This is an optimization exercise on Yosys and OpenROAD, whose aim is small area, a short achievable clock period and few clock cycles per item, not a production implementation.
At most, simulation tests tie the RTL to the original design; equivalence was not proved.
Power is estimated from default activity; no workload was simulated.

== run 1 ==
==> flow/design.v (excerpt) <==
module de1soc_top (
    input  logic        clock,
    input  logic        reset,
    input  logic [31:0] in_data,
    input  logic        in_valid,
    output logic        upstream_stall,
    output logic [31:0] out_data,
    output logic        out_valid,
    input  logic        downstream_stall
);
make LEC_CHECK=0 ABC_AREA=1 CAP_MARGIN=20 CORE_MARGIN=2 CORE_UTILIZATION=40 SLEW_MARGIN=20 finish   # period 16.0 ns
run.sh (not shown) runs the stock make flow with config.mk's settings and CLKGATE_MAP_FILE= SYNTH_SCRIPT=/design/flow/synth_recipe.tcl, a recipe that flattens the netlist after the stock synthesis.
--- input diff run 1..run 2 ---
- removing ABC_AREA (formerly 1)
--- outcome ---
- Going from run 1 to run 2, met3 usage grew by 0.62 points, cell count after placement has decreased.
- NOTE wire length run 1->run 2 decreased by a little under 10%
- Relative to run 1, relative max-transition margin decreased by 2.3 points in run 2.
- Critical path startpoint = x_neg[1]$_DFF_P_: run 2; critical path startpoint = l_sh[0]$_SDFFCE_PN1P_: run 1
- Final worst hold slack: run 2 < run 1
No functional check of the RTL was part of any run of this note.

---

nickel:
Another version of the RTL of de1soc_top (not shown whole).
Size: ~4000 cells after synthesis, about 42000 sq um of cells after synthesis.
==> flow/config.mk <==
export PLATFORM = sky130hd
export DESIGN_NAME = de1soc_top
export DESIGN_NICKNAME = de1soc_top
export VERILOG_FILES = /design/flow/design.v
export SDC_FILE = /design/flow/constraint.sdc
export NUM_CORES = 4
export LEC_CHECK = 0
export CAP_MARGIN = 20
export CORE_MARGIN = 2
export CORE_UTILIZATION = 40
export CTS_CLUSTER_DIAMETER = 70
export CTS_CLUSTER_SIZE = 25
export SLEW_MARGIN = 20
==> flow/constraint.sdc <==
create_clock -name core_clock -period 16.0 [get_ports {clock}]
set_input_delay 3.2000 -clock core_clock [delete_from_list [all_inputs] [get_ports {clock}]]
set_output_delay 3.2000 -clock core_clock [all_outputs]
set_load 0.01 [all_outputs]
nickel: done, clean on timing, DRC and antenna
#### Input delta (pepper over nickel)
- changing CTS_CLUSTER_SIZE from 25 to 22
- changing CTS_CLUSTER_DIAMETER from 70 to 60
==> comparison <==
- Number of fill cells delta (pepper -> nickel): insignificant
- Worst IR drop on VDD up 9.7% in pepper wrt nickel
- Detailed route wirelength on metal2 across pepper and nickel: no real change.
- Compared with nickel, in pepper average wire per standard cell ~0 delta; met3 layer wire length in the routed design +about 6%.
No run of this note included a check of the RTL's function; only the layout flow was run.

---

de1soc_top, a different RTL version from the one above (not shown whole).
For scale: ~4000 cells after synthesis, ~720 flip-flops, ~70 I/O pins, about 42000 µm² of cells after synthesis.
clock: 16.0 ns
lec_check: 0
cap_margin: 20
core_margin: 2
core_utilization: 75
cts_cluster_diameter: 70
cts_cluster_size: 25
slew_margin: 20
standard.sh (not shown) runs the stock make flow with config.mk's settings and CLKGATE_MAP_FILE= SYNTH_SCRIPT=/design/flow/synth_recipe.tcl, a recipe that flattens the netlist after the stock synthesis.
==> flow/flow/run.sh <==
#!/bin/bash
# The standard layout (standard.sh), except that timing repair aims for
# 11.7 ns of setup slack on the 16 ns clock (paths of about 4.3 ns) instead of 0,
# and the port buffers are buf_4 cells rather than the flow's default pick.
# The make output goes to flow_make.log; ORFS keeps each step's log under
# orfs/logs/.
set -euo pipefail
bash standard.sh SETUP_SLACK_MARGIN=11.7 'BUFFER_PORTS_ARGS=-buffer_cell sky130_fd_sc_hd__buf_4' finish > flow_make.log 2>&1
Testbench counts at the start, summed over its fixed seeds: cycles 14,504, frames 512.
Next try:
Settings changed: CORE_UTILIZATION 75 to 70.
The new run finished clean.
Final area stays flat.
Power fell by 2.4%.
Sequential power hardly moves.
Synthesized cell count stays the same.
Worst hold slack gets worse by 0.011 ns.
Utilization fell by 5.3 points.
Non-clock buffer count fell by 7.
Global-route usage fell by 5.8 points.
First-iteration DRC count fell by 29%.
Next try:
Settings changed: CORE_UTILIZATION 70 to 40.
Effect: The new run finished clean; cell area is higher by a few percent; hold slack hardly moves; via count decreases by a few percent; worst setup slack got worse by 0.044 ns; die area goes up by well over a third; routed wire length is lower by a few percent; sequential share of layout area decreases by 0.97 points; critical path depth goes down by 1; global-route usage decreases by 16 points.

==> separate check: timing with driven ports <==
No port has a modelled driver above. Below, the same layouts with a new extraction and two added sets of constraints.
Step 1: set_driving_cell puts a clkbuf_16 on clock and a buf_2 on each other input, an assumption about the parent block.
Step 2, shift: input delay + t, output delay - t, t = (earliest + latest rising clock arrival at the registers) / 2. This alone moves slack from input paths to output paths.
Three values: no drivers, after step 1, after step 2; two values: the first two.
| run | t (ns) | setup WS [ns] | worst setup path after step 2 | worst data-port slew with drivers (ns) | pins driven straight from the clock port |
|---|---|---|---|---|---|
| run 1 | 0.698 | 1.827 / 1.827 / 1.827 | register to register | 0.12 | 1 |
| run 2 | 0.699 | 9.848 / 9.848 / 9.848 | register to register | 0.05 | 1 |
| nickel | 0.675 | 10.985 / 10.922 / 11.046 | input to register | 0.05 | 1 |
| pepper | 0.699 | 10.974 / 10.910 / 11.092 | input to register | 0.05 | 1 |
| the first run of note 3 | 0.689 | 11.527 / 11.461 / 11.172 | input to register | 0.04 | 1 |
| the second run of note 3 | 0.646 | 11.571 / 11.509 / 11.373 | input to register | 0.05 | 1 |
| the third run of note 3 | 0.696 | 11.526 / 11.458 / 11.229 | input to register | 0.04 | 1 |
After both steps every run listed still meets setup and hold. For the first run of note 3, which loses most, drivers alone change the setup slack by -0.066 ns; drivers and shift together by -0.355 ns.
